From an optimization exercise on the open Yosys and OpenROAD flow, aimed at small area and a short achievable clock period; shortcuts taken in it are not production practice. At most, simulation tests tie the RTL to the original design; equivalence was not proved. For run 5, only the layout was checked, not whether the RTL still works. No activity file was given, so power comes from the tool's default toggle rates.

==> config.mk <==
export PLATFORM = sky130hd
export DESIGN_NAME = csr_unit
export DESIGN_NICKNAME = csr_unit
export VERILOG_FILES = /design/flow/design.v
export SDC_FILE = /design/flow/constraint.sdc
export NUM_CORES = 4
export LEC_CHECK = 0
export CAP_MARGIN = 20
export CORE_MARGIN = 2
export CORE_UTILIZATION = 40
export CTS_BUF_LIST = sky130_fd_sc_hd__clkbuf_8
export CTS_CLUSTER_DIAMETER = 60
export CTS_CLUSTER_SIZE = 12
export SETUP_SLACK_MARGIN = 1.8
export SLEW_MARGIN = 20
export SYNTH_HIERARCHICAL = 1
export TNS_END_PERCENT = 10
==> constraint.sdc <==
create_clock -name core_clock -period 4.2 [get_ports {clk}]
set_input_delay 0.8400 -clock core_clock [delete_from_list [all_inputs] [get_ports {clk}]]
set_output_delay 0.8400 -clock core_clock [all_outputs]
set_load 0.01 [all_outputs]
==> design.v <==
`timescale 1ns/100ps
package csr_pkg;
    typedef enum logic [1:0] {
        csr_op_rw = 2'b01,
        csr_op_rs = 2'b10,
        csr_op_rc = 2'b11
    } csr_op_e;
    typedef enum logic [1:0] {
        priv_user    = 2'b00,
        priv_machine = 2'b11
    } priv_e;
    typedef enum logic [4:0] {
        csr_sel_none,
        csr_sel_mstatus,
        csr_sel_misa,
        csr_sel_mtvec,
        csr_sel_mscratch,
        csr_sel_mepc,
        csr_sel_mcause,
        csr_sel_mhartid,
        csr_sel_mcycle,
        csr_sel_mcycleh,
        csr_sel_minstret,
        csr_sel_minstreth,
        csr_sel_cycle,
        csr_sel_cycleh,
        csr_sel_instret,
        csr_sel_instreth
    } csr_sel_e;
    typedef struct packed {
        logic [18:0] zero_hi;
        logic [1:0]  mpp;
        logic [2:0]  zero_mid;
        logic        mpie;
        logic [2:0]  zero_lo2;
        logic        mie;
        logic [2:0]  zero_lo;
    } mstatus_t;
endpackage
`timescale 1ns/100ps
module csr_g_nor2 (input logic a, b, output logic y);
    assign y = !(a || b);
endmodule
module csr_g_nor3 (input logic a, b, c, output logic y);
    assign y = !(a || b || c);
endmodule
module csr_g_nor3b (input logic a, b, cn, output logic y);
    assign y = !(a || b || !cn);
endmodule
module csr_g_and3b (input logic an, b, c, output logic y);
    assign y = !an && b && c;
endmodule
module csr_g_and3 (input logic a, b, c, output logic y);
    assign y = a && b && c;
endmodule
module csr_g_nor2b (input logic a, bn, output logic y);
    assign y = !(a || !bn);
endmodule
module csr_g_nand3 (input logic a, b, c, output logic y);
    assign y = !(a && b && c);
endmodule
module csr_g_nand4 (input logic a, b, c, d, output logic y);
    assign y = !(a && b && c && d);
endmodule
module csr_illegal (
    input  logic [11:0] a,
    input  logic        new_request,
    input  logic        pm,
    output logic        illegal
);
    logic x, x0, x6, x11, n_ab7, n_543a, n_543b, n_21, n_61, n_20a, n_20b;
    logic f_pos, n_765, n_310, n_106, h_c, n_986;
    csr_g_and3 g_x     (.a(pm), .b(a[9]), .c(a[8]), .y(x));
    csr_g_and4 g_x0    (.a(pm), .b(a[9]), .c(a[8]), .d(a[0]), .y(x0));
    csr_g_and4 g_x6    (.a(pm), .b(a[9]), .c(a[8]), .d(a[6]), .y(x6));
    csr_g_and4 g_x11   (.a(pm), .b(a[9]), .c(a[8]), .d(a[11]), .y(x11));
    csr_g_nor3 g_ab7   (.a(a[11]), .b(a[10]), .c(a[7]), .y(n_ab7));
    csr_g_nor3 g_543a  (.a(a[5]), .b(a[4]), .c(a[3]), .y(n_543a));
    csr_g_nor3 g_543b  (.a(a[5]), .b(a[4]), .c(a[3]), .y(n_543b));
    csr_g_nor2 g_21    (.a(a[2]), .b(a[1]), .y(n_21));
    csr_g_nor2 g_61    (.a(a[6]), .b(a[1]), .y(n_61));
    csr_g_nor2 g_20a   (.a(a[2]), .b(a[0]), .y(n_20a));
    csr_g_nor2 g_20b   (.a(a[2]), .b(a[0]), .y(n_20b));
    csr_g_and4 g_fpos  (.a(a[11]), .b(a[10]), .c(a[4]), .d(a[2]), .y(f_pos));
    csr_g_nor3 g_765   (.a(a[7]), .b(a[6]), .c(a[5]), .y(n_765));
    csr_g_nor3 g_310   (.a(a[3]), .b(a[1]), .c(a[0]), .y(n_310));
    csr_g_nor2 g_106   (.a(a[10]), .b(a[6]), .y(n_106));
    csr_g_and2 g_hc    (.a(a[11]), .b(a[10]), .y(h_c));
    csr_g_nor3 g_986   (.a(a[9]), .b(a[8]), .c(a[6]), .y(n_986));
    logic n1, n2, n3, n4, n5, n6;
    csr_g_nand4 g_n1 (.a(x),     .b(n_ab7), .c(n_543a), .d(n_21),  .y(n1));
    csr_g_nand4 g_n2 (.a(x0),    .b(n_ab7), .c(n_543a), .d(n_61),  .y(n2));
    csr_g_nand4 g_n3 (.a(x6),    .b(n_ab7), .c(n_543a), .d(n_20a), .y(n3));
    csr_g_nand4 g_n4 (.a(x),     .b(f_pos), .c(n_765),  .d(n_310), .y(n4));
    csr_g_nand4 g_n5 (.a(x11),   .b(n_106), .c(n_543b), .d(n_20b), .y(n5));
    csr_g_nand4 g_n6 (.a(h_c),   .b(n_986), .c(n_543b), .d(n_20b), .y(n6));
    logic u1, u2;
    csr_g_nand3 g_u1 (.a(n1), .b(n2), .c(n3), .y(u1));
    csr_g_nand4 g_u2 (.a(n4), .b(n5), .c(n6), .d(new_request), .y(u2));
    csr_g_nor2 g_ill (.a(u1), .b(u2), .y(illegal));
endmodule
module csr_g_a222oi (input logic a1, a2, b1, b2, c1, c2, output logic y);
    assign y = !((a1 && a2) || (b1 && b2) || (c1 && c2));
endmodule
module csr_g_a22oi (input logic a1, a2, b1, b2, output logic y);
    assign y = !((a1 && a2) || (b1 && b2));
endmodule
module csr_g_nand2 (input logic a, b, output logic y);
    assign y = !(a && b);
endmodule
module csr_g_and2 (input logic a, b, output logic y);
    assign y = a && b;
endmodule
module csr_g_and4 (input logic a, b, c, d, output logic y);
    assign y = a && b && c && d;
endmodule
module csr_g_a21o (input logic a1, a2, b1, output logic y);
    assign y = (a1 && a2) || b1;
endmodule
module csr_g_inv (input logic a, output logic y);
    assign y = !a;
endmodule
module csr_g_xnor2 (input logic a, b, output logic y);
    assign y = !(a ^ b);
endmodule
module csr_g_mux2i (input logic a0, a1, s, output logic y);
    assign y = !(s ? a1 : a0);
endmodule
module csr_g_nand2b (input logic an, b, output logic y);
    assign y = !(!an && b);
endmodule
module csr_g_o21ai (input logic a1, a2, b1, output logic y);
    assign y = !((a1 || a2) && b1);
endmodule
module csr_g_o211ai (input logic a1, a2, b1, c1, output logic y);
    assign y = !((a1 || a2) && b1 && c1);
endmodule
module csr_g_o31ai (input logic a1, a2, a3, b1, output logic y);
    assign y = !((a1 || a2 || a3) && b1);
endmodule
module csr_wdec (
    input  logic [11:0] a,
    input  logic        read_regs,
    input  logic        commit,
    input  logic        pm,
    input  logic        rst,
    input  logic        exc,
    input  logic        inc,
    output logic        en_mtvec,
    output logic        en_mscratch,
    output logic        en_mepc,
    output logic        en_mcause,
    output logic        we_mstatus,
    output logic        sel_cyc_lo,
    output logic        sel_cyc_hi,
    output logic        sel_ins_lo,
    output logic        sel_ins_hi,
    output logic        ncin_cyc,
    output logic        ncin_ins,
    output logic        s_st, s_isa, s_tv, s_sc, s_ep, s_ca,
    output logic        s_cl, s_ch, s_il, s_ih
);
    logic g1, m3a, m3b, ct1, ct2, ct3, z61, z210, z21, z20, z62, z10;
    logic nrst, nexc, na7, na1;
    csr_g_and4  g_g1   (.a(commit), .b(pm), .c(a[9]), .d(a[8]), .y(g1));    
    csr_g_nor3  g_m3a  (.a(a[11]), .b(a[10]), .c(a[7]), .y(m3a));
    csr_g_nor3  g_m3b  (.a(a[5]), .b(a[4]), .c(a[3]), .y(m3b));
    csr_g_nor2b g_ct1  (.a(a[10]), .bn(a[11]), .y(ct1));                   
    csr_g_nor3  g_ct2  (.a(a[6]), .b(a[5]), .c(a[4]), .y(ct2));
    csr_g_nor3  g_ct3  (.a(a[3]), .b(a[2]), .c(a[0]), .y(ct3));
    csr_g_nor2  g_z61  (.a(a[6]), .b(a[1]), .y(z61));
    csr_g_nor3  g_z210 (.a(a[2]), .b(a[1]), .c(a[0]), .y(z210));
    csr_g_nor2  g_z21  (.a(a[2]), .b(a[1]), .y(z21));
    csr_g_nor2  g_z20  (.a(a[2]), .b(a[0]), .y(z20));
    csr_g_nor2  g_z62  (.a(a[6]), .b(a[2]), .y(z62));
    csr_g_nor2  g_z10  (.a(a[1]), .b(a[0]), .y(z10));
    csr_g_inv   g_nrst (.a(rst), .y(nrst));
    csr_g_inv   g_nexc (.a(exc), .y(nexc));
    csr_g_inv   g_na7  (.a(a[7]), .y(na7));
    csr_g_inv   g_na1  (.a(a[1]), .y(na1));
    logic nm3, nwc;
    csr_g_nand3 g_nm3 (.a(g1), .b(m3a), .c(m3b), .y(nm3));
    csr_g_nand4 g_nwc (.a(g1), .b(ct1), .c(ct2), .d(ct3), .y(nwc));
    logic t_ins;
    csr_g_o31ai  g_xcl (.a1(nwc), .a2(a[7]), .a3(a[1]), .b1(nrst), .y(sel_cyc_lo));
    csr_g_o31ai  g_xch (.a1(nwc), .a2(na7),  .a3(a[1]), .b1(nrst), .y(sel_cyc_hi));
    csr_g_o31ai  g_xil (.a1(nwc), .a2(a[7]), .a3(na1),  .b1(nrst), .y(sel_ins_lo));
    csr_g_o31ai  g_xih (.a1(nwc), .a2(na7),  .a3(na1),  .b1(nrst), .y(sel_ins_hi));
    csr_g_nor2   g_ncc (.a(nwc), .b(a[1]), .y(ncin_cyc));
    csr_g_nand2b g_tin (.an(nwc), .b(a[1]), .y(t_ins));
    csr_g_nand2  g_nci (.a(inc), .b(t_ins), .y(ncin_ins));
    logic rd, r1, rc, hc1, nr3, nctb, nctc, nct;
    logic np_st, np_isa, np_tv, np_sc, np_ep, np_ca;
    csr_g_nor2b  g_rd   (.a(rst), .bn(read_regs), .y(rd));                
    csr_g_and3   g_r1   (.a(rd), .b(a[9]), .c(a[8]), .y(r1));
    csr_g_nor3b  g_rc   (.a(a[9]), .b(a[8]), .cn(rd), .y(rc));            
    csr_g_and2   g_hc1  (.a(a[11]), .b(a[10]), .y(hc1));
    csr_g_nand3  g_nr3  (.a(r1), .b(m3a), .c(m3b), .y(nr3));
    csr_g_nand4  g_nctb (.a(r1), .b(ct1), .c(ct2), .d(ct3), .y(nctb));    
    csr_g_nand4  g_nctc (.a(rc), .b(hc1), .c(ct2), .d(ct3), .y(nctc));    
    csr_g_and2   g_nct  (.a(nctb), .b(nctc), .y(nct));
    csr_g_nand2  g_pst  (.a(z62), .b(z10), .y(np_st));                    
    csr_g_nand3  g_pisa (.a(z61), .b(z21), .c(a[0]), .y(np_isa));         
    csr_g_nand3  g_ptv  (.a(z61), .b(a[2]), .c(a[0]), .y(np_tv));         
    csr_g_nand2  g_psc  (.a(a[6]), .b(z210), .y(np_sc));                  
    csr_g_nand3  g_pep  (.a(a[6]), .b(z21), .c(a[0]), .y(np_ep));         
    csr_g_nand3  g_pca  (.a(a[6]), .b(z20), .c(a[1]), .y(np_ca));         
    csr_g_nor2   g_sst  (.a(nr3), .b(np_st),  .y(s_st));
    csr_g_nor2   g_sisa (.a(nr3), .b(np_isa), .y(s_isa));
    csr_g_nor2   g_stv  (.a(nr3), .b(np_tv),  .y(s_tv));
    csr_g_nor2   g_ssc  (.a(nr3), .b(np_sc),  .y(s_sc));
    csr_g_nor2   g_sep  (.a(nr3), .b(np_ep),  .y(s_ep));
    csr_g_nor2   g_sca  (.a(nr3), .b(np_ca),  .y(s_ca));
    csr_g_nor3   g_scl  (.a(nct), .b(a[7]), .c(a[1]), .y(s_cl));
    csr_g_nor3b  g_sch  (.a(nct), .b(a[1]), .cn(a[7]), .y(s_ch));
    csr_g_nor3b  g_sil  (.a(nct), .b(a[7]), .cn(a[1]), .y(s_il));
    csr_g_and3b  g_sih  (.an(nct), .b(a[7]), .c(a[1]), .y(s_ih));
    csr_g_o21ai  g_etv (.a1(nm3), .a2(np_tv), .b1(nrst), .y(en_mtvec));
    csr_g_o21ai  g_esc (.a1(nm3), .a2(np_sc), .b1(nrst), .y(en_mscratch));
    csr_g_o211ai g_eep (.a1(nm3), .a2(np_ep), .b1(nrst), .c1(nexc), .y(en_mepc));
    csr_g_o211ai g_eca (.a1(nm3), .a2(np_ca), .b1(nrst), .c1(nexc), .y(en_mcause));
    csr_g_nor2   g_wms (.a(nm3), .b(np_st), .y(we_mstatus));
endmodule
`timescale 1ns/100ps
module csr_ctr_next (
    input  logic [63:0] q,
    input  logic        ncin,      
    input  logic        sel_lo,    
    input  logic        sel_hi,    
    input  logic [31:0] wdrn,      
    output logic [63:0] d
);
    logic [15:0] nl1, nl2, nl3, na;
    for (genvar g = 0; g < 16; g++) begin : g_grp
        csr_g_inv   g_l1 (.a(q[4*g]), .y(nl1[g]));
        csr_g_nand2 g_l2 (.a(q[4*g]), .b(q[4*g+1]), .y(nl2[g]));
        csr_g_nand3 g_l3 (.a(q[4*g]), .b(q[4*g+1]), .c(q[4*g+2]), .y(nl3[g]));
        csr_g_nand4 g_l4 (.a(q[4*g]), .b(q[4*g+1]), .c(q[4*g+2]), .d(q[4*g+3]), .y(na[g]));
    end
    logic [3:0] sl1, sl2, sl3, sh, nsa;
    for (genvar s = 0; s < 4; s++) begin : g_sup
        csr_g_inv   g_s1 (.a(na[4*s]), .y(sl1[s]));
        csr_g_nor2  g_s2 (.a(na[4*s]), .b(na[4*s+1]), .y(sl2[s]));
        csr_g_nor3  g_s3 (.a(na[4*s]), .b(na[4*s+1]), .c(na[4*s+2]), .y(sl3[s]));
        csr_g_nor2  g_sh (.a(na[4*s+2]), .b(na[4*s+3]), .y(sh[s]));
        csr_g_nand2 g_sa (.a(sl2[s]), .b(sh[s]), .y(nsa[s]));
    end
    logic [3:1] sg;
    csr_g_inv  g_sg1 (.a(nsa[0]), .y(sg[1]));
    csr_g_nor2 g_sg2 (.a(nsa[0]), .b(nsa[1]), .y(sg[2]));
    csr_g_nor3 g_sg3 (.a(nsa[0]), .b(nsa[1]), .c(nsa[2]), .y(sg[3]));
    logic [15:1] ng;
    assign ng[1] = na[0];
    csr_g_inv g_ng2 (.a(sl2[0]), .y(ng[2]));
    csr_g_inv g_ng3 (.a(sl3[0]), .y(ng[3]));
    assign ng[4] = nsa[0];
    csr_g_inv g_ng8  (.a(sg[2]), .y(ng[8]));
    csr_g_inv g_ng12 (.a(sg[3]), .y(ng[12]));
    for (genvar s = 1; s < 4; s++) begin : g_ng
        csr_g_nand2 g_j1 (.a(sg[s]), .b(sl1[s]), .y(ng[4*s+1]));
        csr_g_nand2 g_j2 (.a(sg[s]), .b(sl2[s]), .y(ng[4*s+2]));
        csr_g_nand2 g_j3 (.a(sg[s]), .b(sl3[s]), .y(ng[4*s+3]));
    end
    logic [63:0] c;
    csr_g_inv  g_c0 (.a(ncin), .y(c[0]));
    csr_g_nor2 g_c1 (.a(nl1[0]), .b(ncin), .y(c[1]));
    csr_g_nor2 g_c2 (.a(nl2[0]), .b(ncin), .y(c[2]));
    csr_g_nor2 g_c3 (.a(nl3[0]), .b(ncin), .y(c[3]));
    for (genvar g = 1; g < 16; g++) begin : g_c
        csr_g_nor2 g_k0 (.a(ng[g]), .b(ncin), .y(c[4*g]));
        csr_g_nor3 g_k1 (.a(ng[g]), .b(nl1[g]), .c(ncin), .y(c[4*g+1]));
        csr_g_nor3 g_k2 (.a(ng[g]), .b(nl2[g]), .c(ncin), .y(c[4*g+2]));
        csr_g_nor3 g_k3 (.a(ng[g]), .b(nl3[g]), .c(ncin), .y(c[4*g+3]));
    end
    for (genvar i = 0; i < 64; i++) begin : g_bit
        logic nt;
        csr_g_xnor2 g_t (.a(q[i]), .b(c[i]), .y(nt));
        csr_g_mux2i g_d (.a0(nt), .a1(wdrn[i % 32]), .s(i < 32 ? sel_lo : sel_hi), .y(d[i]));
    end
endmodule
`timescale 1ns/100ps
module csr_read_mux (
    input  logic        s_st, s_isa, s_tv, s_sc, s_ep, s_ca,
    input  logic        s_cl, s_ch, s_il, s_ih,
    input  logic [31:0] mstatus_v,
    input  logic [31:0] mtvec_v, mscratch_v, mepc_v, mcause_v,
    input  logic [63:0] cyc, ins,
    output logic [31:0] rdata
);
    localparam logic [31:0] MSTATUS_BITS = 32'h0000_1888;
    localparam logic [31:0] MISA_BITS    = 32'h4000_0100;
    logic n_isa;
    assign n_isa = !s_isa;
    for (genvar i = 0; i < 32; i++) begin : g_bit
        logic t1, t2, t3, t4;
        if (i >= 2) begin : g_full
            csr_g_a222oi g_t1 (.a1(s_sc), .a2(mscratch_v[i]), .b1(s_ep), .b2(mepc_v[i]),
                               .c1(s_ca), .c2(mcause_v[i]), .y(t1));
            csr_g_a22oi  g_t3 (.a1(s_ih), .a2(ins[32+i]), .b1(s_tv), .b2(mtvec_v[i]), .y(t3));
        end else begin : g_low
            csr_g_a22oi  g_t1 (.a1(s_sc), .a2(mscratch_v[i]), .b1(s_ca), .b2(mcause_v[i]), .y(t1));
            csr_g_nand2  g_t3 (.a(s_ih), .b(ins[32+i]), .y(t3));
        end
        csr_g_a222oi g_t2 (.a1(s_cl), .a2(cyc[i]), .b1(s_ch), .b2(cyc[32+i]),
                           .c1(s_il), .c2(ins[i]), .y(t2));
        if (MSTATUS_BITS[i]) begin : g_st
            csr_g_nand2 g_t4 (.a(s_st), .b(mstatus_v[i]), .y(t4));
            csr_g_nand4 g_y  (.a(t1), .b(t2), .c(t3), .d(t4), .y(rdata[i]));
        end else if (MISA_BITS[i]) begin : g_isa
            csr_g_nand4 g_y  (.a(t1), .b(t2), .c(t3), .d(n_isa), .y(rdata[i]));
        end else begin : g_plain
            csr_g_nand3 g_y  (.a(t1), .b(t2), .c(t3), .y(rdata[i]));
        end
    end
endmodule
`timescale 1ns/100ps
module csr_unit (
    input  logic                      clk,
    input  logic                      rst,
    input  logic                      new_request,
    input  logic [12-1:0]    csr_addr,
    input  logic [1:0]                csr_op,
    input  logic [32-1:0]      rs1,
    input  logic                      read_regs,
    input  logic                      commit,
    input  logic                      exception_valid,
    input  logic [4-1:0]   exception_code,
    input  logic [32-1:0]      exception_pc,
    input  logic                      mret,
    input  logic                      instruction_complete,
    output logic                      csr_exception,
    output logic [32-1:0]      wb_csr,
    output logic [32-1:0]      trap_pc,
    output logic [32-1:0]      csr_mepc,
    output logic [1:0]                current_privilege
);
    logic        pm;
    logic        pm_dec;
    logic        mie, mpie;
    logic [1:0]  mpp;
    logic [31:2] mtvec;
    logic [31:2] mepc;
    logic [31:0] mcause;
    logic [31:0] mscratch;
    logic [63:0] mcycle;
    logic [63:0] minstret;
    logic        instret_inc;
    logic [11:0] a;
    assign a = csr_addr;
    csr_illegal illegal_i (
        .a           (a),
        .new_request (new_request),
        .pm          (pm_dec),
        .illegal     (csr_exception)
    );
    logic [31:0] wd, wdr;
    always_comb begin
        case (csr_op)
            2'b10:   wd = wb_csr | rs1;
            2'b11:   wd = wb_csr & ~rs1;
            default: wd = rs1;
        endcase
    end
    assign wdr = wd & {32{!rst}};
    logic we_mstatus, en_mtvec, en_mscratch, en_mepc, en_mcause;
    logic sel_cyc_lo, sel_cyc_hi, sel_ins_lo, sel_ins_hi, ncin_cyc, ncin_ins;
    logic s_st, s_isa, s_tv, s_sc, s_ep, s_ca, s_cl, s_ch, s_il, s_ih;
    csr_wdec wdec_i (
        .a           (a),
        .read_regs   (read_regs),
        .commit      (commit),
        .pm          (pm),
        .rst         (rst),
        .exc         (exception_valid),
        .inc         (instret_inc),
        .en_mtvec    (en_mtvec),
        .en_mscratch (en_mscratch),
        .en_mepc     (en_mepc),
        .en_mcause   (en_mcause),
        .we_mstatus  (we_mstatus),
        .sel_cyc_lo  (sel_cyc_lo),
        .sel_cyc_hi  (sel_cyc_hi),
        .sel_ins_lo  (sel_ins_lo),
        .sel_ins_hi  (sel_ins_hi),
        .ncin_cyc    (ncin_cyc),
        .ncin_ins    (ncin_ins),
        .s_st        (s_st),
        .s_isa       (s_isa),
        .s_tv        (s_tv),
        .s_sc        (s_sc),
        .s_ep        (s_ep),
        .s_ca        (s_ca),
        .s_cl        (s_cl),
        .s_ch        (s_ch),
        .s_il        (s_il),
        .s_ih        (s_ih)
    );
    always_ff @(posedge clk) begin
        if (rst) begin
            pm   <= 1'b1;
            mie  <= 1'b0;
            mpie <= 1'b0;
            mpp  <= 2'b11;
        end else if (exception_valid) begin
            pm   <= 1'b1;
            mpie <= mie;
            mie  <= 1'b0;
            mpp  <= {pm, pm};
        end else if (mret) begin
            pm   <= mpp == 2'b11;
            mie  <= mpie;
            mpie <= 1'b1;
            mpp  <= 2'b00;
        end else if (we_mstatus) begin
            mie  <= wd[3];
            mpie <= wd[7];
            mpp  <= wd[12:11];
        end
    end
    logic pm_dec_nx;
    csr_g_a21o g_pm_dec_nx (.a1(mpp[1]), .a2(mpp[0]), .b1(exception_valid), .y(pm_dec_nx));
    always_ff @(posedge clk) begin
        if (rst)
            pm_dec <= 1'b1;
        else if (exception_valid || mret)
            pm_dec <= pm_dec_nx;
    end
    always_ff @(posedge clk) begin
        if (en_mtvec)
            mtvec <= wdr[31:2];
        if (en_mscratch)
            mscratch <= wdr;
        if (en_mepc)
            mepc <= (exception_valid ? exception_pc[31:2] : wd[31:2]) & {30{!rst}};
        if (en_mcause)
            mcause <= (exception_valid ? {28'd0, exception_code} : wd) & {32{!rst}};
    end
    logic [63:0] cyc_d, ins_d;
    logic [31:0] wdrn;
    assign wdrn = ~wdr;
    csr_ctr_next cyc_next_i (
        .q      (mcycle),
        .ncin   (ncin_cyc),
        .sel_lo (sel_cyc_lo),
        .sel_hi (sel_cyc_hi),
        .wdrn   (wdrn),
        .d      (cyc_d)
    );
    csr_ctr_next ins_next_i (
        .q      (minstret),
        .ncin   (ncin_ins),
        .sel_lo (sel_ins_lo),
        .sel_hi (sel_ins_hi),
        .wdrn   (wdrn),
        .d      (ins_d)
    );
    always_ff @(posedge clk) begin
        instret_inc <= instruction_complete && !rst;
        mcycle      <= cyc_d;
        minstret    <= ins_d;
    end
    logic [31:0] rdata;
    csr_read_mux read_i (
        .s_st       (s_st),
        .s_isa      (s_isa),
        .s_tv       (s_tv),
        .s_sc       (s_sc),
        .s_ep       (s_ep),
        .s_ca       (s_ca),
        .s_cl       (s_cl),
        .s_ch       (s_ch),
        .s_il       (s_il),
        .s_ih       (s_ih),
        .mstatus_v  ({19'd0, mpp, 3'd0, mpie, 3'd0, mie, 3'd0}),
        .mtvec_v    ({mtvec, 2'b00}),
        .mscratch_v (mscratch),
        .mepc_v     ({mepc, 2'b00}),
        .mcause_v   (mcause),
        .cyc        (mcycle),
        .ins        (minstret),
        .rdata      (rdata)
    );
    always_ff @(posedge clk)
        wb_csr <= rdata;
    assign trap_pc           = {mtvec, 2'b00};
    assign csr_mepc          = {mepc, 2'b00};
    assign current_privilege = {pm, pm};
endmodule
==> flow/run.sh <==
#!/bin/bash
# Standard layout (standard.sh) with these changes:
# - the port buffers are inserted as buf_1 (later repair sizes them up where needed);
# - before floorplan, every combinational cell off the csr_exception path is set to
#   the smallest drive strength of its function (downsize.tcl); the floorplan,
#   placement and CTS repair steps then size up what timing, slew and capacitance need;
# - after global placement, the input buffers feeding the csr_exception path are
#   set to buf_8 (portbuf.tcl).
# ORFS writes each step's full log under orfs/logs/; make's output goes to standard.log.
set -euo pipefail
here="$(cd "$(dirname "${BASH_SOURCE[0]}")" && pwd)"
export BUFFER_PORTS_ARGS="-buffer_cell sky130_fd_sc_hd__buf_1"
export PRE_FLOORPLAN_TCL="$here/downsize.tcl"
export POST_GLOBAL_PLACE_TCL="$here/portbuf.tcl"
bash standard.sh finish > standard.log 2>&1
==> flow/cone.tcl <==
# Instances in the combinational fan-in cone of a top-level output port,
# stopping at registers and input ports.
proc csr_cone_insts { block port } {
  set bt [$block findBTerm $port]
  set todo [list [$bt getNet]]
  set seen [dict create]
  set nets_seen [dict create]
  while { [llength $todo] > 0 } {
    set net [lindex $todo 0]
    set todo [lrange $todo 1 end]
    if { $net == "NULL" || [dict exists $nets_seen [$net getName]] } { continue }
    dict set nets_seen [$net getName] 1
    foreach it [$net getITerms] {
      if { ![$it isOutputSignal] } { continue }
      set inst [$it getInst]
      set name [$inst getName]
      if { [dict exists $seen $name] } { continue }
      if { [regexp {__(df|edf|sdf|dl)} [[$inst getMaster] getName]] } { continue }
      dict set seen $name $inst
      foreach in [$inst getITerms] {
        if { [$in isInputSignal] && [$in getNet] != "NULL" } {
          lappend todo [$in getNet]
        }
      }
    }
  }
  return [dict values $seen]
}
==> flow/downsize.tcl <==
# Before floorplan: set every combinational cell to the smallest drive
# strength of its function, except those on the combinational
# input-to-output path of csr_exception. The floorplan, placement and CTS
# repair steps then size up what timing, slew and capacitance need.
source [file join [file dirname [info script]] cone.tcl]
set db [ord::get_db]
set block [ord::get_db_block]
set keep [dict create]
foreach inst [csr_cone_insts $block csr_exception] { dict set keep [$inst getName] 1 }
set n 0
foreach inst [$block getInsts] {
  if { [dict exists $keep [$inst getName]] } { continue }
  set master [$inst getMaster]
  set name [$master getName]
  if { ![regexp {^(sky130_fd_sc_hd__[a-z0-9]+)_([0-9]+)$} $name -> base drive] } { continue }
  if { [regexp {__(df|edf|sdf|dl|sedf|conb|clk|tap|fill|decap|diode|lpflow|probe)} $base] } { continue }
  set best $master
  set best_area [expr { [$master getWidth] * [$master getHeight] }]
  foreach d {0 1 2} {
    set cand [$db findMaster "${base}_$d"]
    if { $cand == "NULL" || $cand == "" } { continue }
    set a [expr { [$cand getWidth] * [$cand getHeight] }]
    if { $a < $best_area } {
      set best $cand
      set best_area $a
    }
  }
  if { $best != $master } {
    $inst swapMaster $best
    incr n
  }
}
puts "downsize: $n cells set to a smaller drive strength, [dict size $keep] kept on the csr_exception path"
==> flow/portbuf.tcl <==
# After global placement (the port buffers are in): the input port buffers
# that feed the combinational csr_exception path get a strong drive, since
# each address bit also feeds the rest of the decode.
source [file join [file dirname [info script]] cone.tcl]
set db [ord::get_db]
set block [ord::get_db_block]
set strong [$db findMaster sky130_fd_sc_hd__buf_8]
set n 0
foreach inst [csr_cone_insts $block csr_exception] {
  set m [[$inst getMaster] getName]
  if { ![regexp {^sky130_fd_sc_hd__(buf|clkbuf|clkdlybuf4s50|dlygate4sd[0-9]|dlymetal6s2s)_[0-9]+$} $m] } { continue }
  # a port buffer: its input is a top-level port
  set is_port 0
  foreach it [$inst getITerms] {
    if { [$it isInputSignal] && [$it getNet] != "NULL" && [llength [[$it getNet] getBTerms]] > 0 } { set is_port 1 }
  }
  if { $is_port } {
    $inst swapMaster $strong
    incr n
  }
}
puts "portbuf: $n input buffers on the csr_exception path set to buf_8"
==> standard.sh <==
#!/bin/bash
# synth_recipe.tcl (not shown) runs the flow's synth.tcl, then flattens the netlist and writes it again
# the make line also repeats each setting of config.mk as NAME=value (left out here)
make -C /OpenROAD-flow-scripts/flow DESIGN_CONFIG=/design/flow/config.mk WORK_HOME=/design/flow/orfs CLKGATE_MAP_FILE= SYNTH_SCRIPT=/design/flow/synth_recipe.tcl "${@:-finish}"
==> results of run 1 <==
state kept, by name (all words and copies together), names as in the netlist, 2 cells and up:
register,cells
minstret,64
mtvec,30
wb_csr,32
mcause,32
mscratch,32
mpp,2
mepc,30
mcycle,64
cell type report:
| class | instances | share of cell area (%) |
|---|---|---|
| sequential | 291 | 43.25 |
| multi-input combinational | 939 | 40.59 |
| timing repair buffer | 218 | 7.129 |
| tap | 455 | 3.484 |
| clock buffer | 31 | 2.611 |
| inverter | 87 | 1.998 |
| clock inverter | 27 | 0.9341 |
per-stage QoR:
step,instances,total power (W)
2_1_floorplan,1347,0.003783
3_3_place_gp,1986,0.004040
3_5_place_dp,1986,0.004074
4_1_cts,2046,0.005837
5_1_grt,2048,0.006046
6_report,2048,0.005811
what timing repair did:
item | CTS | global route
resized for setup | 12 | 15
cloned | 0 | 0
pin swaps | 3 | 0
endpoints found under the setup margin | 206 | 228
setup buffers | 2 | 2
report_power, final:
part | switching (W) | internal (W) | leakage [nW]
registers | 0.000214 | 0.00318 | 2.64
logic | 0.000366 | 0.000264 | 2.87
clock network | 0.00102 | 0.000763 | 0.348
worst max-delay path: cells and delay by family:
family,cells,cell delay [ns]
AOI/OAI and AO/OA,2,1.03
buffers and inverters,3,0.93
worst paths after layout:
kind,start,endpoint
worst min-delay path,instruction_complete,instret_inc$_DFF_P_
worst max register to register,mcycle[0]$_DFF_P_,mcycle[55]$_DFF_P_
worst min register to register,mcause[0]$_DFFE_PP_,wb_csr[0]$_DFF_P_
worst max-delay path,rst,mepc[5]$_DFFE_PP_
metal layers:
metal	vias to the layer above	GRT usage (%)	share of wire, %
met5	-	0	0
met4	0	8.050	3.5
met3	89	2.324	5.0
met2	390	40.56	49
met1	5673	30.27	42
li1	5453	-	-
==> reports/results.tsv, run 1 <==
metric	value	unit
status	timing/DRC/antenna clean	
Hold Path Class	in2reg	
crit start category	input port	
Max-Cap Viols	0	
Worst setup EP type	flip-flop	
Site Rows	68	
register area	7068	um^2
layout filler cell count	3238	
vias in the first global route	11387	
CP Class	in2reg	
Buffers on Ports	182	
power per cell area	355.6	nW/um^2
fin area	16340	um^2
most frequent cells in the layout	buf_1, dfxtp_1, mux2i_1, xnor2_1, edfxtp_1	
Peak VDD IR	0.2085	mV
Cells after Synth	1344	
skew final	0.02010	ns
Min Hold Slack	0.4574	ns
Period minus WS final	2.514	ns
initial DRC count	945	
final hold vios	0	
antenna viol nets, final	0	
Max Fclk	0.3978	GHz
Fin Setup TNS	0	ns
relative slew slack	30.28	%
initial antenna violation count	0	
DP Area	15580	um^2
critical-path cell list	buf_1, buf_4, inv_2, a32oi_1, o21ai_0	
DR pass1 iterations	7	
drc violations	0	
CP max-delay cell	a32oi_1	
total track usage	23.30	%
Final Cycle Share	59.85	%
fin worst setup slack	1.686	ns
# H-tree levels	1	
cts hold-fix bufs	0	
worst stage delay on the critical path	0.86	ns
Die ar.	36010	um^2
FF-to-FF setup slack	1.89	ns
Final Max Slew Viols	0	
Crit Path Max Fanout	29	
first-pass GRT wire length	65440	um
leakage	5.853	nW
fin util	47.66	%
Post-Place Setup Slack	0.7905	ns
RSZ-0062 raised after global routing	true	
HPWL after DPL	29080	um
Total Routed Length	42830	um
Worst Tran Pin Value	1.041	ns
Top Ports	189	
routed length per instance	20.91	um
Reg clk slew, reported paths	0.08	ns
largest net degree at the start of global routing	65	
# clock sinks	291	
CTS tree	yes	
Hold Crit Depth	2	
FF-to-FF path depth	9	
ant diodes	0	
CP Data Arrival Time	2.84	ns
clock root buffer	clkbuf_8	
Die X	189.8	um
Initial Util	40.25	%
layout cells sized above 1	9.040	%
Yosys warning count	7	
nets	1658	
Core ar.	34290	um^2
detail-routed via count per cell	5.667	
die height	189.8	um
Final setup viols	0	
Clk Latency, worst-skew pair	0.61	ns
buffer levels on the longest clock path	3	
GRT overflow	0	
Req. time, crit path	4.53	ns
multi-input logic area	6633	um^2
most common cell after layout, fill and taps aside	buf_1	
CTS Buf Count	31	
routed vias	11605	
==> run 2, diff against run 1 <==
--- a/config.mk
+++ b/config.mk
@@ -11,7 +11,6 @@
 export CTS_BUF_LIST = sky130_fd_sc_hd__clkbuf_8
 export CTS_CLUSTER_DIAMETER = 60
 export CTS_CLUSTER_SIZE = 12
-export SETUP_SLACK_MARGIN = 1.8
+export SETUP_SLACK_MARGIN = 1.7
 export SLEW_MARGIN = 20
 export SYNTH_HIERARCHICAL = 1
-export TNS_END_PERCENT = 10
==> reports/results.tsv, run 2 <==
metric	value	unit	change
register area	7069	um^2	was 7068 um^2
CTS tree	yes		unchanged
die height	189.8	um	unchanged
Worst Tran Pin Value	0.9523	ns	was 1.041 ns
total track usage	22.74	%	was 23.30%
antenna viol nets, final	0		unchanged
Req. time, crit path	3.36	ns	was 4.53 ns
Total Routed Length	42270	um	was 42830 um
Crit Path Max Fanout	9		was 29
clock root buffer	clkbuf_8		unchanged
relative slew slack	36.51	%	was 30.28%
power per cell area	364.0	nW/um^2	was 355.6 nW/um^2
critical-path cell list	buf_8, buf_12, nor3_4, nand4_1, nand3_1, nor2_1, buf_2		was buf_1, buf_4, inv_2, a32oi_1, o21ai_0
Final Max Slew Viols	0		unchanged
layout filler cell count	3211		was 3238
skew final	0.01670	ns	was 0.02010 ns
Worst setup EP type	primary output		was flip-flop
GRT overflow	0		unchanged
layout cells sized above 1	8.485	%	was 9.040%
final hold vios	0		unchanged
worst stage delay on the critical path	0.15	ns	was 0.86 ns
CTS Buf Count	31		unchanged
Die ar.	36010	um^2	unchanged
Regs by FF count	mcycle x64, minstret x64		unchanged
most frequent cells in the layout	buf_1, dfxtp_1, mux2i_1, xnor2_1, edfxtp_1		unchanged
fin worst setup slack	1.729	ns	was 1.686 ns
status	timing/DRC/antenna clean		unchanged
Period minus WS final	2.471	ns	was 2.514 ns
crit start category	input port		unchanged
buffer levels on the longest clock path	3		unchanged
Final Cycle Share	58.82	%	was 59.85%
Site Rows	68		unchanged
fin area	16340	um^2	about the same
routed length per instance	20.66	um	was 20.91 um
leakage	5.843	nW	was 5.853 nW
Clk Latency, worst-skew pair	0.59	ns	was 0.61 ns
DP Area	15590	um^2	was 15580 um^2
critical path buffer and inverter count	3		unchanged
Top Ports	189		unchanged
ant diodes	0		unchanged
first-pass GRT wire length	63820	um	was 65440 um
Post-Place Setup Slack	1.097	ns	was 0.7905 ns
CP Data Arrival Time	1.63	ns	was 2.84 ns
most common cell after layout, fill and taps aside	buf_1		unchanged
largest net degree at the start of global routing	76		was 65
Max Fclk	0.4048	GHz	was 0.3978 GHz
Fin Setup TNS	0	ns	unchanged
Hold Path Class	reg2reg		was in2reg
Cells after Synth	1344		unchanged
HPWL after DPL	28970	um	was 29080 um
kind of cell adding the most delay to the critical path	simple AND/OR/NAND/NOR gates		was compound AO/OA/AOI/OAI gates
vias in the first global route	11129		was 11387
# clock sinks	291		unchanged
Die X	189.8	um	unchanged
CP max-delay cell	nor3_4		was a32oi_1
detail-routed via count per cell	5.646		was 5.667
DR pass1 iterations	8		was 7
Max-Cap Viols	0		unchanged
RSZ-0062 raised after global routing	false		was true
Yosys warning count	7		unchanged
initial antenna violation count	0		unchanged
nets	1659		was 1658
fin util	47.64	%	was 47.66%
Initial Util	40.25	%	unchanged
drc violations	0		unchanged
routed vias	11551		was 11605
Core ar.	34290	um^2	unchanged
Buffers on Ports	182		unchanged
multi-input logic area	6569	um^2	was 6633 um^2
initial DRC count	1001		was 945
Peak VDD IR	0.2769	mV	was 0.2085 mV
Final setup viols	0		unchanged
CP Class	in2out		was in2reg
# H-tree levels	1		unchanged
Reg clk slew, reported paths	0.08	ns	about the same
[run 2: stage by stage]
step	instances	power, W	hold slack [ns]
2_1_floorplan	1347	0.003784	0.4516
3_3_place_gp	1988	0.004043	0.4785
3_5_place_dp	1988	0.004077	0.4876
4_1_cts	2044	0.005991	0.4806
5_1_grt	2046	0.006197	0.4831
6_report	2046	0.005946	0.4858
[run 2: path summary, 6_finish.rpt]
check / slack (ns) / depth (start not counted) / endpoint / startpoint
worst max-delay path: 1.73 / 7 / csr_exception / csr_addr[7]
worst min-delay path: 0.49 / 2 / wb_csr[2]$_DFF_P_ / mcause[2]$_DFFE_PP_
worst min register to register: 0.49 / 2 / wb_csr[2]$_DFF_P_ / mcause[2]$_DFFE_PP_
worst max register to register: 1.89 / 9 / minstret[51]$_DFF_P_ / pm$_SDFFE_PP1P_
[run 2: layout make-up]
cell class              count  area share [%]
clock buffers              32           2.696
flip-flops and latches    291           43.28
repair buffers            218           7.207
well taps                 455           3.485
inverters                  87           1.999
clock inverters            23           1.126
multi-input cells         940           40.21
[run 2: layer usage]
metal  vias to the layer above  GRT usage [%]  part of all wire [%]
met2                       357          40.36                    50
met3                        85          3.081                   4.8
met4                         0          8.318                   3.8
li1                       5470              -                     -
met1                      5639          28.20                    42
met5                         -              0                     0
[run 2: timing repair]
item	in CTS	in global routing
setup endpoints to repair	34	105
pin swaps	2	5
gates cloned	0	1
hold buffers	0	0
resized for setup	6	20
setup buffers	1	1
[run 2: worst register-to-register path, stage by stage, from the launching register on]
cell,delay (ns)
dfxtp_1,0.41
and4_1,0.29
nand4_1,0.14
buf_4,0.23
nand2b_1,0.19
nand2_4,0.27
buf_12,0.27
nor3_1,0.10
xnor2_1,0.17
mux2i_1,0.08
[run 2: where the power goes]
| group | switching, W | internal (W) |
|---|---|---|
| clock network | 0.00103 | 0.000900 |
| logic | 0.000360 | 0.000264 |
| registers | 0.000213 | 0.00318 |
| total | 0.00160 | 0.00435 |
==> run 3, diff against run 2 <==
--- a/flow/downsize.tcl
+++ b/flow/downsize.tcl
@@ -1,13 +1,26 @@
 # Before floorplan: set every combinational cell to the smallest drive
 # strength of its function, except those on the combinational
-# input-to-output path of csr_exception. The floorplan, placement and CTS
-# repair steps then size up what timing, slew and capacitance need.
+# input-to-output path of csr_exception, which get drive strength 2. The
+# floorplan, placement and CTS repair steps then size up what timing, slew
+# and capacitance need.
 source [file join [file dirname [info script]] cone.tcl]
 set db [ord::get_db]
 set block [ord::get_db_block]
 set keep [dict create]
 foreach inst [csr_cone_insts $block csr_exception] { dict set keep [$inst getName] 1 }
 set n 0
+set up 0
+foreach inst [csr_cone_insts $block csr_exception] {
+  set name [[$inst getMaster] getName]
+  if { [regexp {^(sky130_fd_sc_hd__[a-z0-9]+)_([0-9]+)$} $name -> base drive] && $drive < 2 } {
+    set cand [$db findMaster "${base}_2"]
+    if { $cand != "NULL" && $cand != "" } {
+      $inst swapMaster $cand
+      incr up
+    }
+  }
+}
+puts "downsize: $up cells on the csr_exception path set to drive strength 2"
 foreach inst [$block getInsts] {
   if { [dict exists $keep [$inst getName]] } { continue }
   set master [$inst getMaster]
--- a/flow/portbuf.tcl
+++ b/flow/portbuf.tcl
@@ -20,3 +20,11 @@
   }
 }
 puts "portbuf: $n input buffers on the csr_exception path set to buf_8"
+# and the csr_exception output buffer to buf_4
+set net [[$block findBTerm csr_exception] getNet]
+foreach it [$net getITerms] {
+  if { [$it isOutputSignal] } {
+    [$it getInst] swapMaster [$db findMaster sky130_fd_sc_hd__buf_4]
+    puts "portbuf: csr_exception output buffer set to buf_4"
+  }
+}
==> reports/results.tsv, run 3 <==
metric	value	unit	change
total track usage	23.45	%	was 22.74%
Hold Path Class	reg2reg		unchanged
reg-to-reg critical path endpoint	minstret[63]$_DFF_P_		was minstret[51]$_DFF_P_
largest net degree at the start of global routing	65		was 76
# clock sinks	291		unchanged
Final Cycle Share	60.44	%	was 58.82%
Flop pwr share	57.0	%	was 57.1%
relative slew slack	32.27	%	was 36.51%
Cells after Synth	1344		unchanged
CP Class	in2reg		was in2out
Worst R2R Start	minstret[0]$_DFF_P_		was pm$_SDFFE_PP1P_
routed vias	11620		was 11551
status	timing/DRC/antenna clean		unchanged
Reg clk slew, reported paths	0.09	ns	was 0.08 ns
Initial Util	40.36	%	was 40.25%
power per cell area	361.3	nW/um^2	was 364.0 nW/um^2
CTS tree	yes		unchanged
Post-Place Setup Slack	1.039	ns	was 1.097 ns
Max-Cap Viols	0		unchanged
initial antenna violation count	0		unchanged
RSZ-0062 raised after global routing	true		was false
GRT overflow	0		unchanged
Top Ports	189		unchanged
Regs by FF count	mcycle x64, minstret x64		unchanged
Clk Latency, worst-skew pair	0.59	ns	about the same
vias in the first global route	11341		was 11129
FF-to-FF setup slack	1.83	ns	was 1.89 ns
Final Max Slew Viols	0		unchanged
Die ar.	36190	um^2	was 36010 um^2
Crit Path Max Fanout	29		was 9
# H-tree levels	1		unchanged
Period minus WS final	2.538	ns	was 2.471 ns
first-pass GRT wire length	65830	um	was 63820 um
skew final	0.01421	ns	was 0.01670 ns
final hold vios	0		unchanged
Worst setup EP type	flip-flop		was primary output
Peak VDD IR	0.2584	mV	was 0.2769 mV
min-delay src	mcause[0]$_DFFE_PP_		was mcause[2]$_DFFE_PP_
Yosys warning count	7		unchanged
fin util	47.91	%	was 47.64%
drc violations	0		unchanged
Req. time, crit path	4.50	ns	was 3.36 ns
Core ar.	34370	um^2	was 34290 um^2
nets	1660		was 1659
most common cell after layout, fill and taps aside	buf_1		unchanged
antenna viol nets, final	0		unchanged
ant diodes	0		unchanged
multi-input logic area	6665	um^2	was 6569 um^2
DR pass1 iterations	6		was 8
Die X	190.2	um	was 189.8 um
Final setup viols	0		unchanged
Hold Crit Depth	2		unchanged
Hold Path Sink	wb_csr[0]$_DFF_P_		was wb_csr[2]$_DFF_P_
most frequent cells in the layout	buf_1, dfxtp_1, mux2i_1, xnor2_1, edfxtp_1		unchanged
leakage	5.943	nW	was 5.843 nW
Fin Setup TNS	0	ns	unchanged
Max Fclk	0.3939	GHz	was 0.4048 GHz
clock root buffer	clkbuf_8		unchanged
Sw Share	27.02	%	was 26.91%
sw power	0.001607	W	was 0.001600 W
Total Routed Length	43420	um	was 42270 um
Site Rows	68		unchanged
routed length per instance	21.20	um	was 20.66 um
initial DRC count	892		was 1001
Total Power	0.005950	W	was 0.005946 W
register area	7071	um^2	was 7069 um^2
HPWL after DPL	28880	um	was 28970 um
buffer levels on the longest clock path	3		unchanged
FF-to-FF path depth	9		unchanged
Worst Tran Pin Value	1.011	ns	was 0.9523 ns
fin worst setup slack	1.662	ns	was 1.729 ns
internal power	0.004343	W	was 0.004346 W
layout cells sized above 1	9.981	%	was 8.485%
die height	190.2	um	was 189.8 um
CP Data Arrival Time	2.84	ns	was 1.63 ns
clock group share of total power	32.2	%	was 32.4%
detail-routed via count per cell	5.674		was 5.646
Buffers on Ports	182		unchanged
layout filler cell count	3309		was 3211
Comb pwr share	10.8	%	was 10.5%
crit start category	input port		unchanged
CTS Buf Count	30		was 31
run 3: changes by cell type in the layout (fill, tap and decap cells not counted), sizes merged:
cell      before  now
buf          218  221
inv          104  105
nor2         102  101
clkinvlp       1    0
run 3: how the worst max path moves through the flow:
stage / start / to / slack (ns) / cells after the start
finish: rst / mscratch[26]$_DFFE_PP_ / 1.66 / 5
CTS: rst / mscratch[14]$_DFFE_PP_ / 1.70 / 5
detailed placement: rst / mepc[6]$_DFFE_PP_ / 1.04 / 5
floorplan: csr_addr[9] / mcause[0]$_DFFE_PP_ / 0.98 / 3
global placement: csr_addr[6] / mcycle[35]$_DFF_P_ / 0.89 / 8
global route: rst / mepc[5]$_DFFE_PP_ / 1.57 / 5
run 3: stage by stage:
stage | area [um^2] | std cells | hold WS, ns
2_1_floorplan | 14030 | 1347 | 0.4516
3_3_place_gp | 15510 | 1984 | 0.4867
3_5_place_dp | 15660 | 1984 | 0.4860
4_1_cts | 16340 | 2041 | 0.4737
5_1_grt | 16470 | 2048 | 0.4772
6_report | 16470 | 2048 | 0.4974
run 3: timing repair:
item | 4_1_cts | 5_1_grt
resized for setup | 11 | 15
setup endpoints to repair | 98 | 234
setup buffers | 2 | 7
hold buffers | 0 | 0
pin swaps | 3 | 6
hold endpoints to repair | 0 | 0
run 3: area by class of cell:
type	instances	area share, %
inverters	87	1.983
clock buffers	32	2.675
well taps	455	3.457
clock inverters	23	1.071
flip-flops and latches	291	42.94
multi-input cells	939	40.48
repair buffers	221	7.401
run 3: per-layer routing:
metal | up-vias | wire length [um] | share of wire (%) | global-route usage, %
met4 | 0 | 1166 | 2.7 | 7.036
met3 | 77 | 2291 | 5.3 | 2.816
li1 | 5469 | - | - | -
met1 | 5713 | 18420 | 42 | 30.22
met5 | - | 0 | 0 | 0
met2 | 361 | 21540 | 50 | 41.20
run 3: power by group through the flow:
stage               logic (W)  clock network, W  registers (W)
global placement     0.000598                 0        0.00345
floorplan            0.000365                 0        0.00342
finish               0.000641           0.00192        0.00339
detailed placement   0.000628                 0        0.00345
global route         0.000699           0.00208        0.00342
CTS                  0.000636           0.00196        0.00339
run 3: critical path, stage by stage:
cell	delay, ns
buf_1	0.19
buf_4	0.38
inv_2	0.47
a32oi_1	0.81
inv_1	0.14
==> run 4, diff against run 3 <==
--- a/config.mk
+++ b/config.mk
@@ -11,6 +11,6 @@
 export CTS_BUF_LIST = sky130_fd_sc_hd__clkbuf_8
 export CTS_CLUSTER_DIAMETER = 60
 export CTS_CLUSTER_SIZE = 12
-export SETUP_SLACK_MARGIN = 1.7
+export SETUP_SLACK_MARGIN = 1.85
 export SLEW_MARGIN = 20
 export SYNTH_HIERARCHICAL = 1
==> reports/results.tsv, run 4 <==
metric	value	unit	change
Cells after Synth	1344		unchanged
Initial Util	40.36	%	unchanged
HPWL after DPL	29060	um	was 28880 um
leakage	5.939	nW	was 5.943 nW
Hold Path Class	in2reg		was reg2reg
power per cell area	355.9	nW/um^2	was 361.3 nW/um^2
initial DRC count	948		was 892
critical-path cell list	buf_8, buf_12, nor3_4, nand4_2, nand3_2, nor2_2, buf_6		was buf_1, buf_4, inv_2, a32oi_1, inv_1
Period minus WS final	2.517	ns	was 2.538 ns
CTS Buf Count	30		unchanged
Worst Tran Pin Value	0.9510	ns	was 1.011 ns
Fin Setup TNS	0	ns	unchanged
layout filler cell count	3298		was 3309
Final Cycle Share	59.93	%	was 60.44%
buffer levels on the longest clock path	3		unchanged
die height	190.2	um	unchanged
relative slew slack	36.60	%	was 32.27%
Regs by FF count	mcycle x64, minstret x64		unchanged
final hold vios	0		unchanged
clock root buffer	clkbuf_8		unchanged
register area	7068	um^2	was 7071 um^2
Core ar.	34370	um^2	unchanged
Total Routed Length	43460	um	was 43420 um
initial antenna violation count	2		was 0
nets	1666		was 1660
fin util	47.87	%	was 47.91%
layout cells sized above 1	10.33	%	was 9.981%
Min Hold Slack	0.4714	ns	was 0.4974 ns
status	timing/DRC/antenna clean		unchanged
CP Data Arrival Time	1.68	ns	was 2.84 ns
crit start category	input port		unchanged
worst stage delay on the critical path	0.23	ns	was 0.81 ns
skew final	0.02093	ns	was 0.01421 ns
RSZ-0062 raised after global routing	true		unchanged
CTS tree	yes		unchanged
Die X	190.2	um	unchanged
largest net degree at the start of global routing	76		was 65
CP max-delay cell	nor3_4		was a32oi_1
Worst setup EP type	primary output		was flip-flop
Die ar.	36190	um^2	unchanged
Site Rows	68		unchanged
Final Max Slew Viols	0		unchanged
CP Class	in2out		was in2reg
routed length per instance	21.15	um	was 21.20 um
first-pass GRT wire length	66220	um	was 65830 um
min-delay src	instruction_complete		was mcause[0]$_DFFE_PP_
antenna viol nets, final	0		unchanged
crit path from	csr_addr[7]		was rst
most frequent cells in the layout	buf_1, dfxtp_1, mux2i_1, xnor2_1, edfxtp_1		unchanged
Final setup viols	0		unchanged
Worst R2R Start	minstret[0]$_DFF_P_		unchanged
Buffers on Ports	182		unchanged
# clock sinks	291		unchanged
Layout Cells excl Fill	2055		was 2048
multi-input logic area	6659	um^2	was 6665 um^2
total track usage	23.60	%	was 23.45%
Reg clk slew, reported paths	0.09	ns	about the same
Crit Path Max Fanout	3		was 29
most common cell after layout, fill and taps aside	buf_1		unchanged
GRT overflow	0		unchanged
DR pass1 iterations	6		unchanged
routed vias	11688		was 11620
Yosys warning count	7		unchanged
Max-Cap Viols	0		unchanged
drc violations	0		unchanged
Peak VDD IR	0.2229	mV	was 0.2584 mV
Clk Latency, worst-skew pair	0.61	ns	was 0.59 ns
vias in the first global route	11235		was 11341
Max Fclk	0.3973	GHz	was 0.3939 GHz
detail-routed via count per cell	5.688		was 5.674
Req. time, crit path	3.36	ns	was 4.50 ns
Top Ports	189		unchanged
placed cell count	1988		was 1984
# H-tree levels	1		unchanged
cts hold-fix bufs	0		unchanged
[run 4: path summary, 6_finish.rpt]
check                    endpoint  slack (ns)  cells past startpoint
min reg2reg     wb_csr[1]$_DFF_P_        0.49                      2
max                 csr_exception        1.68                      7
max reg2reg  minstret[63]$_DFF_P_        1.91                      9
min           instret_inc$_DFF_P_        0.47                      2
[run 4: final cells by class]
class	count	share of cell area (%)
Antenna cell	2	0.03041
Clock buffer	34	2.844
Clock inverter	20	0.7223
Inverter	87	1.984
Multi-Input combinational cell	939	40.47
Sequential cell	291	42.95
Tap cell	455	3.460
Timing Repair Buffer	227	7.543
[run 4: through the flow]
| stage | cell area (um^2) | setup slack [ns] | power (W) |
|---|---|---|---|
| after floorplan | 14030 | 0.9803 | 0.003787 |
| after global placement | 15490 | 0.9012 | 0.004046 |
| after detailed placement | 15640 | 0.9900 | 0.004079 |
| after CTS | 16380 | 1.676 | 0.005892 |
| after global routing | 16460 | 1.629 | 0.006085 |
| final | 16460 | 1.683 | 0.005857 |
[run 4: repair_timing]
action | in CTS | in global routing
setup endpoints to repair | 185 | 215
pin swaps | 7 | 2
setup buffers | 6 | 5
gates resized for setup | 21 | 8
[run 4: per-layer routing]
| metal | track usage, % | part of all wire, % |
|---|---|---|
| met5 | 0 | 0 |
| met4 | 6.082 | 1.9 |
| met3 | 2.650 | 5.7 |
| met2 | 41.89 | 50 |
| met1 | 30.60 | 42 |
[run 4: critical path, delay by kind of cell]
kind / cells / cell delay (ns)
buf+inv: 3 / 0.33
simple gates: 4 / 0.51
[run 4: power by group]
| part | internal, W | switching [W] |
|---|---|---|
| registers | 0.00318 | 0.000211 |
| logic | 0.000266 | 0.000369 |
| clock network | 0.000807 | 0.00102 |
| total | 0.00425 | 0.00160 |
==> run 5, diff against run 4 <==
--- a/design.v
+++ b/design.v
@@ -126,6 +126,12 @@
 module csr_g_mux2i (input logic a0, a1, s, output logic y);
     assign y = !(s ? a1 : a0);
 endmodule
+module csr_g_a21oi (input logic a1, a2, b1, output logic y);
+    assign y = !((a1 && a2) || b1);
+endmodule
+module csr_g_or2 (input logic a, b, output logic y);
+    assign y = a || b;
+endmodule
 module csr_g_nand2b (input logic an, b, output logic y);
     assign y = !(!an && b);
 endmodule
@@ -189,7 +195,7 @@
     csr_g_nor2   g_ncc (.a(nwc), .b(a[1]), .y(ncin_cyc));
     csr_g_nand2b g_tin (.an(nwc), .b(a[1]), .y(t_ins));
     csr_g_nand2  g_nci (.a(inc), .b(t_ins), .y(ncin_ins));
-    logic rd, r1, rc, hc1, nr3, nctb, nctc, nct;
+    logic rd, r1, rc, hc1, nr3, nctb, nctc;
     logic np_st, np_isa, np_tv, np_sc, np_ep, np_ca;
     csr_g_nor2b  g_rd   (.a(rst), .bn(read_regs), .y(rd));                
     csr_g_and3   g_r1   (.a(rd), .b(a[9]), .c(a[8]), .y(r1));
@@ -198,7 +204,6 @@
     csr_g_nand3  g_nr3  (.a(r1), .b(m3a), .c(m3b), .y(nr3));
     csr_g_nand4  g_nctb (.a(r1), .b(ct1), .c(ct2), .d(ct3), .y(nctb));    
     csr_g_nand4  g_nctc (.a(rc), .b(hc1), .c(ct2), .d(ct3), .y(nctc));    
-    csr_g_and2   g_nct  (.a(nctb), .b(nctc), .y(nct));
     csr_g_nand2  g_pst  (.a(z62), .b(z10), .y(np_st));                    
     csr_g_nand3  g_pisa (.a(z61), .b(z21), .c(a[0]), .y(np_isa));         
     csr_g_nand3  g_ptv  (.a(z61), .b(a[2]), .c(a[0]), .y(np_tv));         
@@ -211,10 +216,15 @@
     csr_g_nor2   g_ssc  (.a(nr3), .b(np_sc),  .y(s_sc));
     csr_g_nor2   g_sep  (.a(nr3), .b(np_ep),  .y(s_ep));
     csr_g_nor2   g_sca  (.a(nr3), .b(np_ca),  .y(s_ca));
-    csr_g_nor3   g_scl  (.a(nct), .b(a[7]), .c(a[1]), .y(s_cl));
-    csr_g_nor3b  g_sch  (.a(nct), .b(a[1]), .cn(a[7]), .y(s_ch));
-    csr_g_nor3b  g_sil  (.a(nct), .b(a[7]), .cn(a[1]), .y(s_il));
-    csr_g_and3b  g_sih  (.an(nct), .b(a[7]), .c(a[1]), .y(s_ih));
+    logic n_cl, n_ch, n_il, n_ih;
+    csr_g_or2    g_ncl (.a(a[7]), .b(a[1]), .y(n_cl));                    
+    csr_g_nand2b g_nch (.an(a[1]), .b(a[7]), .y(n_ch));                   
+    csr_g_nand2b g_nil (.an(a[7]), .b(a[1]), .y(n_il));                   
+    csr_g_nand2  g_nih (.a(a[7]), .b(a[1]), .y(n_ih));                    
+    csr_g_a21oi  g_scl (.a1(nctb), .a2(nctc), .b1(n_cl), .y(s_cl));
+    csr_g_a21oi  g_sch (.a1(nctb), .a2(nctc), .b1(n_ch), .y(s_ch));
+    csr_g_a21oi  g_sil (.a1(nctb), .a2(nctc), .b1(n_il), .y(s_il));
+    csr_g_a21oi  g_sih (.a1(nctb), .a2(nctc), .b1(n_ih), .y(s_ih));
     csr_g_o21ai  g_etv (.a1(nm3), .a2(np_tv), .b1(nrst), .y(en_mtvec));
     csr_g_o21ai  g_esc (.a1(nm3), .a2(np_sc), .b1(nrst), .y(en_mscratch));
     csr_g_o211ai g_eep (.a1(nm3), .a2(np_ep), .b1(nrst), .c1(nexc), .y(en_mepc));
--- a/flow/downsize.tcl
+++ b/flow/downsize.tcl
@@ -1,26 +1,13 @@
 # Before floorplan: set every combinational cell to the smallest drive
 # strength of its function, except those on the combinational
-# input-to-output path of csr_exception, which get drive strength 2. The
-# floorplan, placement and CTS repair steps then size up what timing, slew
-# and capacitance need.
+# input-to-output path of csr_exception. The floorplan, placement and CTS
+# repair steps then size up what timing, slew and capacitance need.
 source [file join [file dirname [info script]] cone.tcl]
 set db [ord::get_db]
 set block [ord::get_db_block]
 set keep [dict create]
 foreach inst [csr_cone_insts $block csr_exception] { dict set keep [$inst getName] 1 }
 set n 0
-set up 0
-foreach inst [csr_cone_insts $block csr_exception] {
-  set name [[$inst getMaster] getName]
-  if { [regexp {^(sky130_fd_sc_hd__[a-z0-9]+)_([0-9]+)$} $name -> base drive] && $drive < 2 } {
-    set cand [$db findMaster "${base}_2"]
-    if { $cand != "NULL" && $cand != "" } {
-      $inst swapMaster $cand
-      incr up
-    }
-  }
-}
-puts "downsize: $up cells on the csr_exception path set to drive strength 2"
 foreach inst [$block getInsts] {
   if { [dict exists $keep [$inst getName]] } { continue }
   set master [$inst getMaster]
--- a/flow/portbuf.tcl
+++ b/flow/portbuf.tcl
@@ -20,11 +20,3 @@
   }
 }
 puts "portbuf: $n input buffers on the csr_exception path set to buf_8"
-# and the csr_exception output buffer to buf_4
-set net [[$block findBTerm csr_exception] getNet]
-foreach it [$net getITerms] {
-  if { [$it isOutputSignal] } {
-    [$it getInst] swapMaster [$db findMaster sky130_fd_sc_hd__buf_4]
-    puts "portbuf: csr_exception output buffer set to buf_4"
-  }
-}
--- a/config.mk
+++ b/config.mk
@@ -11,6 +11,6 @@
 export CTS_BUF_LIST = sky130_fd_sc_hd__clkbuf_8
 export CTS_CLUSTER_DIAMETER = 60
 export CTS_CLUSTER_SIZE = 12
-export SETUP_SLACK_MARGIN = 1.85
+export SETUP_SLACK_MARGIN = 1.7
 export SLEW_MARGIN = 20
 export SYNTH_HIERARCHICAL = 1
==> reports/results.tsv, run 5 <==
metric	value	unit	change
buffer levels on the longest clock path	3		unchanged
min-delay src	instruction_complete		unchanged
Peak VDD IR	0.2153	mV	was 0.2229 mV
Req. time, crit path	4.52	ns	was 3.36 ns
sw power	0.001604	W	was 0.001602 W
vias in the first global route	11106		was 11235
CTS tree	yes		unchanged
power per cell area	362.7	nW/um^2	was 355.9 nW/um^2
Worst R2R Start	pm$_SDFFE_PP1P_		was minstret[0]$_DFF_P_
Flop pwr share	57.4	%	was 57.9%
CTS Buf Count	30		unchanged
first-pass GRT wire length	64980	um	was 66220 um
Top Ports	189		unchanged
routed length per instance	21.18	um	was 21.15 um
Min Hold Slack	0.4505	ns	was 0.4714 ns
Sw Share	27.13	%	was 27.35%
DR pass1 iterations	9		was 6
relative slew slack	35.90	%	was 36.60%
final hold vios	0		unchanged
Comb pwr share	10.5	%	was 10.8%
routed metal-1 wirelength	18310	um	was 18210 um
antenna viol nets, final	0		unchanged
internal power	0.004308	W	was 0.004255 W
GRT overflow	0		unchanged
clock group share of total power	32.1	%	was 31.2%
Die X	189.8	um	was 190.2 um
initial antenna violation count	0		was 2
CP Class	in2reg		was in2out
HPWL after DPL	28660	um	was 29060 um
Hold Path Class	in2reg		unchanged
detail-routed via count per cell	5.728		was 5.688
crit start category	input port		unchanged
DR top layer	met4		unchanged
reg-to-reg critical path endpoint	mepc[20]$_DFFE_PP_		was minstret[63]$_DFF_P_
RSZ-0062 raised after global routing	true		unchanged
Site Rows	68		unchanged
FF-to-FF path depth	4		was 9
Hold Path Sink	instret_inc$_DFF_P_		unchanged
CP Data Arrival Time	2.82	ns	was 1.68 ns
Cells after Synth	1347		was 1344
Fin Setup TNS	0	ns	unchanged
total track usage	23.32	%	was 23.60%
DR WL met2	21380	um	was 21940 um
routed wl met3	2571	um	was 2468 um
Initial Util	40.28	%	was 40.36%
crit path from	rst		was csr_addr[7]
die height	189.8	um	was 190.2 um
Max Fclk	0.4010	GHz	was 0.3973 GHz
leakage	5.834	nW	was 5.939 nW
nets	1663		was 1666
Buffers on Ports	182		unchanged
most frequent cells in the layout	buf_1, dfxtp_1, mux2i_1, xnor2_1, edfxtp_1		unchanged
Crit Path Max Fanout	29		was 3
# clock sinks	291		unchanged
status	timing/DRC/antenna clean		unchanged
largest net degree at the start of global routing	76		unchanged
Worst Tran Pin Value	0.9573	ns	was 0.9510 ns
Max-Cap Viols	0		unchanged
# H-tree levels	1		unchanged
clock root buffer	clkbuf_8		unchanged
layout cells sized above 1	8.704	%	was 10.33%
Die ar.	36030	um^2	was 36190 um^2
initial DRC count	1219		was 948
ant diodes	0		was 2
Final Max Slew Viols	0		unchanged
Final Cycle Share	59.38	%	was 59.93%
Final setup viols	0		unchanged
FF-to-FF setup slack	1.79	ns	was 1.91 ns
Period minus WS final	2.494	ns	was 2.517 ns
Clk Latency, worst-skew pair	0.61	ns	about the same
Total Routed Length	43450	um	was 43460 um
routed vias	11753		was 11688
skew final	0.02379	ns	was 0.02093 ns
Reg clk slew, reported paths	0.08	ns	was 0.09 ns
Worst setup EP type	flip-flop		was primary output
drc violations	0		unchanged
most common cell after layout, fill and taps aside	buf_1		unchanged
Yosys warning count	7		unchanged
Core ar.	34290	um^2	was 34370 um^2
Regs by FF count	mcycle x64, minstret x64		unchanged
Hold Crit Depth	2		unchanged
[run 5: cell types whose count changed in the layout (fill, tap and decap cells not counted), sizes merged]
cell    delta
bufinv     +1
a21oi      +4
nor2       +1
nor3b      -2
and3b      -1
nand2b     +2
nor3       -1
nand2      +1
and2       -1
or2        +1
buf        -7
clkinv     +1
diode      -2
[run 5: what timing repair did]
| item | in CTS | in global routing |
|---|---|---|
| cloned | 1 | 0 |
| pin swaps | 3 | 7 |
| resized for setup | 5 | 11 |
| endpoints found under the setup margin | 112 | 91 |
| setup buffers | 3 | 4 |
| hold buffers | 0 | 0 |
[run 5: how the worst max path moves through the flow]
stage	endpoint	depth (start not counted)	slack (ns)
2_1_floorplan	mcause[0]$_DFFE_PP_	3	0.98
3_5_place_dp	mcycle[45]$_DFF_P_	8	0.95
4_1_cts	mcycle[63]$_DFF_P_	8	1.66
5_1_grt	mscratch[27]$_DFFE_PP_	5	1.64
3_3_place_gp	mcycle[19]$_DFF_P_	8	0.81
6_report	mepc[31]$_DFFE_PP_	5	1.71
[run 5: routing by layer]
layer	up-vias	global-route usage, %
li1	5470	-
met1	5787	29.89
met2	422	40.84
met3	74	3.431
met4	0	6.798
met5	-	0
[run 5: critical path, stage by stage]
cell and delay (ns):
buf_1 0.10, buf_4 0.37, inv_2 0.48, a32oi_1 0.86
o21ai_0 0.15
[run 5: per-stage QoR]
step                      setup WS, ns  area, um^2  std cells  utilization [%]  power (W)
after floorplan                 0.9803       13950       1350                -   0.003785
after global placement          0.8075       15410       1988            44.93   0.004037
after detailed placement        0.9484       15550       1988            45.36   0.004073
after CTS                        1.656       16210       2048            47.28   0.005944
after global routing             1.643       16300       2052            47.53   0.006136
final                            1.706       16300       2052            47.53   0.005911
[run 5: power by group through the flow]
stage,logic [W],clock network (W),registers [W]
after floorplan,0.000363,0,0.00342
after global placement,0.000586,0,0.00345
after detailed placement,0.000617,0,0.00346
after CTS,0.000620,0.00193,0.00339
after global routing,0.000678,0.00203,0.00342
final,0.000622,0.00190,0.00339
[run 5: area by class of cell]
type | count | area, um^2
Clock inverter | 22 | 143.9
Timing Repair Buffer | 220 | 1167
Fill cell | 3275 | 17990
Clock buffer | 34 | 467.9
Tap cell | 455 | 569.3
Inverter | 87 | 326.6
Multi-Input combinational cell | 943 | 6553
Sequential cell | 291 | 7071

## afterwards: timing with drivers on the ports
The flow's constraints put no driver on any port. The routed layouts listed below were extracted and timed again, unchanged, in two steps.
Step 1 assumes that a clkbuf_16 drives the clock port and a buf_2 every other input.
Step 2 moves the port delays by t, midway between the first and last clock arrival at a register: inputs arrive t later, outputs are due t later. That takes back most of the time a late clock gives input paths.
Three values: ideal ports, drivers, drivers and shift; two values: the first two.
run | shift t [ns] | slack for setup (ns) | worst setup path after step 2 | worst register clock-pin slew, ns | worst slew at a driven data input, ns
run 1 | 0.642 | 1.686 / 1.688 / 1.062 | input to register | 0.09 / 0.09 | 0.07
run 2 | 0.635 | 1.729 / 1.684 / 1.164 | input to register | 0.09 / 0.09 | 0.07
run 3 | 0.631 | 1.662 / 1.680 / 1.050 | input to register | 0.09 / 0.09 | 0.07
run 4 | 0.641 | 1.683 / 1.644 / 1.126 | input to register | 0.09 / 0.09 | 0.08
run 5 | 0.641 | 1.706 / 1.695 / 1.086 | input to register | 0.09 / 0.09 | 0.07
After both steps setup and hold are still met in every run listed. For run 1, which loses most, drivers alone change the setup slack by +0.002 ns; drivers and shift together by -0.624 ns.
